Context: an optimization exercise on an open-source flow, tuned for small area, a short achievable clock period and few clock cycles per item. The choices shown serve that exercise and are no tape-out recipe.
Only simulation tests tie the RTL to the original design; equivalence was not proved.
Power and IR drop assume default switching activity.

==> flow/design.v (excerpt) <==
module edge_period_tachometer #(
	parameter int CHANNELS      = 2,
	parameter int CAPTURE_BITS  = 16,
	parameter int OVERFLOW_BITS = 8
) (
	input  wire                                 clk,
	input  wire                                 arst_n,
	input  wire                                 psel,
	input  wire                                 penable,
	input  wire                                 pwrite,
	input  wire  [etach_pkg::PADDR_W-1:0]       paddr,
	input  wire  [etach_pkg::PDATA_W-1:0]       pwdata,
	output logic [etach_pkg::PDATA_W-1:0]       prdata,
	output logic                                pready,
	input  wire                                 in_valid,
	output logic                                in_ready,
	input  wire                                 operation,
	input  wire                                 channel,
	input  wire  [CAPTURE_BITS-1:0]             capture,
	output logic                                out_valid,
	input  wire                                 out_ready,
	output logic                                result_channel,
	output logic [etach_pkg::REV_W-1:0]         revolutions,
	output logic [etach_pkg::ELAPSED_W-1:0]     elapsed_ticks,
	output logic                                saturated
);
Size in the first run: about 360 flip-flops, roughly 140 I/O pins, roughly 0.022 sq mm of cells after synthesis.
clock: 7.0 ns
lec_check: 0
cap_margin: 20
core_margin: 2
core_utilization: 40
slew_margin: 20
run.sh (not shown) runs the stock make flow with config.mk's settings and CLKGATE_MAP_FILE= SYNTH_SCRIPT=/design/flow/synth_recipe.tcl, a recipe that flattens the netlist after the stock synthesis.
Testbench counts at the start, summed over its fixed seeds: cycles 39,140, items 8,529.
Next try:
- SETUP_SLACK_MARGIN: default -> 3.5
Outcome: The new run completed without violations; non-clock buffer count came out higher by 93; via count came out higher by 2.8%; worst setup slack gets better by 0.91 ns; register-to-register slack gets better by 0.77 ns; global-route usage came out higher by 0.69 points; core utilization came out higher by 2.8 points.

========
edge_period_tachometer, a different RTL version from the one above (not shown whole).
Size: about 2100 cells after synthesis, roughly 370 flip-flops, roughly 140 I/O pins, ~21000 um^2 of cells after synthesis.
Settings: LEC_CHECK=0, CAP_MARGIN=20, CORE_MARGIN=2, CORE_UTILIZATION=55, CTS_BUF_LIST=sky130_fd_sc_hd__clkbuf_8, CTS_CLUSTER_SIZE=30, SETUP_SLACK_MARGIN=4.0, SLEW_MARGIN=20; clock period 7.0 ns.
standard.sh (not shown) runs the stock make flow with config.mk's settings and CLKGATE_MAP_FILE= SYNTH_SCRIPT=/design/flow/synth_recipe.tcl, a recipe that flattens the netlist after the stock synthesis.
==> flow/flow/run.sh <==
#!/bin/bash
# The standard layout, with plain buffers on the ports instead of the
# delay buffers buffer_ports picks by default.
set -euo pipefail
export BUFFER_PORTS_ARGS="-buffer_cell sky130_fd_sc_hd__buf_1"
bash standard.sh > standard_flow.log 2>&1
The starting point ran to the end with no violations.
Testbench counts at the start, summed over its fixed seeds: cycles 39,140, items 8,529.
Rerun with:
==> flow/run.sh (new file) <==
#!/bin/bash
# synth_recipe.tcl (not shown) runs the flow's synth.tcl, then flattens the netlist and writes it again
# the make line also repeats each setting of config.mk as NAME=value (left out here)
make -C /OpenROAD-flow-scripts/flow DESIGN_CONFIG=/design/flow/config.mk WORK_HOME=/design/flow/orfs CLKGATE_MAP_FILE= SYNTH_SCRIPT=/design/flow/synth_recipe.tcl finish
--- a/flow/config.mk
+++ b/flow/config.mk
@@ -8,7 +8,5 @@
 export CAP_MARGIN = 20
 export CORE_MARGIN = 2
-export CORE_UTILIZATION = 55
-export CTS_BUF_LIST = sky130_fd_sc_hd__clkbuf_8
-export CTS_CLUSTER_SIZE = 30
-export SETUP_SLACK_MARGIN = 4.0
+export CORE_UTILIZATION = 40
+export SETUP_SLACK_MARGIN = 4.5
 export SLEW_MARGIN = 20
removed: flow/flow/run.sh
removed: flow/standard.sh
The changed run produced a clean layout; fmax went down slightly; worst setup slack got worse by 0.034 ns; critical path depth is unchanged; first-iteration DRC count went up by about a fifth; die area went up by well over a third; register-to-register slack got worse by 0.03 ns.

========
Starting RTL as in the previous note.
Settings: LEC_CHECK=0, CAP_MARGIN=20, CORE_MARGIN=2, CORE_UTILIZATION=40, CTS_BUF_LIST=sky130_fd_sc_hd__clkbuf_8, CTS_CLUSTER_SIZE=30, SETUP_SLACK_MARGIN=4.0, SLEW_MARGIN=20; clock period 7.0 ns.
run.sh (not shown) runs the stock make flow with config.mk's settings and CLKGATE_MAP_FILE= SYNTH_SCRIPT=/design/flow/synth_recipe.tcl, a recipe that flattens the netlist after the stock synthesis.
Stock flow here: none of the scripts above is used.
Testbench counts at the start, summed over its fixed seeds: cycles 39,140, items 8,529.
Next try:
==> flow/flow/run.sh (new file) <==
#!/bin/bash
# The standard layout, with plain buffers on the ports instead of the
# delay buffers buffer_ports picks by default.
set -euo pipefail
export BUFFER_PORTS_ARGS="-buffer_cell sky130_fd_sc_hd__buf_1"
bash standard.sh > standard_flow.log 2>&1
==> flow/standard.sh (new file) <==
#!/bin/bash
# synth_recipe.tcl (not shown) runs the flow's synth.tcl, then flattens the netlist and writes it again
# the make line also repeats each setting of config.mk as NAME=value (left out here)
make -C /OpenROAD-flow-scripts/flow DESIGN_CONFIG=/design/flow/config.mk WORK_HOME=/design/flow/orfs CLKGATE_MAP_FILE= SYNTH_SCRIPT=/design/flow/synth_recipe.tcl "${@:-finish}"
- CORE_UTILIZATION: 40 -> 55
- CTS_BUF_LIST: sky130_fd_sc_hd__clkbuf_8 -> sky130_fd_sc_hd__clkbuf_16
- CTS_CLUSTER_DIAMETER: not set -> 80
- CTS_CLUSTER_SIZE: 30 -> 25
removed: flow/run.sh
=> Clock skew is about the same. Fmax goes up by about 1%. Power goes down by about 8%. Worst hold slack barely changes.
Next try:
- SETUP_SLACK_MARGIN: 4.0 -> 4.2
Outcome: The changed run ran to the end with no violations; power rose by about 2.8%; synthesized cell count is unchanged; sequential share of layout area fell by 0.69 points; global-route usage rose by 1.2 points; count of clock-buffer cells in the layout fell by 2; fmax fell by about 2.5%; worst setup slack gets worse by 78 ps; utilization rose by 1.3 points; routed wire length rose by about 4.6%; first-iteration DRC count rose by about 20%.

-- re-timing with driven ports --
How much do the figures lean on ideal ports? The routed layouts below were timed once more, with nothing changed but the port constraints. Step 1, drivers: a clkbuf_16 drives clk and a buf_2 each remaining input, both assumed. Step 2 also shifts input and output timing later by t, the mid clock arrival at the registers, as if the neighbouring blocks saw the same clock. Three values: ideal ports, drivers, drivers and shift; two values: the first two.
run | shift t [ns] | slack for setup (ns) | hold slack, ns | worst setup path at the end | cell pins on the clock port's net
the first run of note 1 | 0.619 | 2.605 / 2.640 / 2.021 | 0.420 / 0.420 / 0.420 | input to register | 1
the second run of note 1 | 0.613 | 3.514 / 3.518 / 2.930 | 0.416 / 0.416 / 0.416 | input to register | 1
the first run of note 2 | 0.667 | 3.940 / 3.940 / 3.518 | 0.418 / 0.418 / 0.418 | input to register | 1
the second run of note 2 | 0.642 | 3.906 / 3.906 / 3.906 | 0.421 / 0.421 / 0.421 | register to register | 1
the first run of note 3 | 0.679 | 3.900 / 3.900 / 3.448 | 0.429 / 0.429 / 0.429 | input to register | 1
the second run of note 3 | 0.615 | 3.930 / 3.930 / 3.497 | 0.428 / 0.428 / 0.428 | input to register | 1
the third run of note 3 | 0.618 | 3.852 / 3.852 / 3.792 | 0.428 / 0.428 / 0.428 | input to register | 1
After both steps every run listed still meets setup and hold.
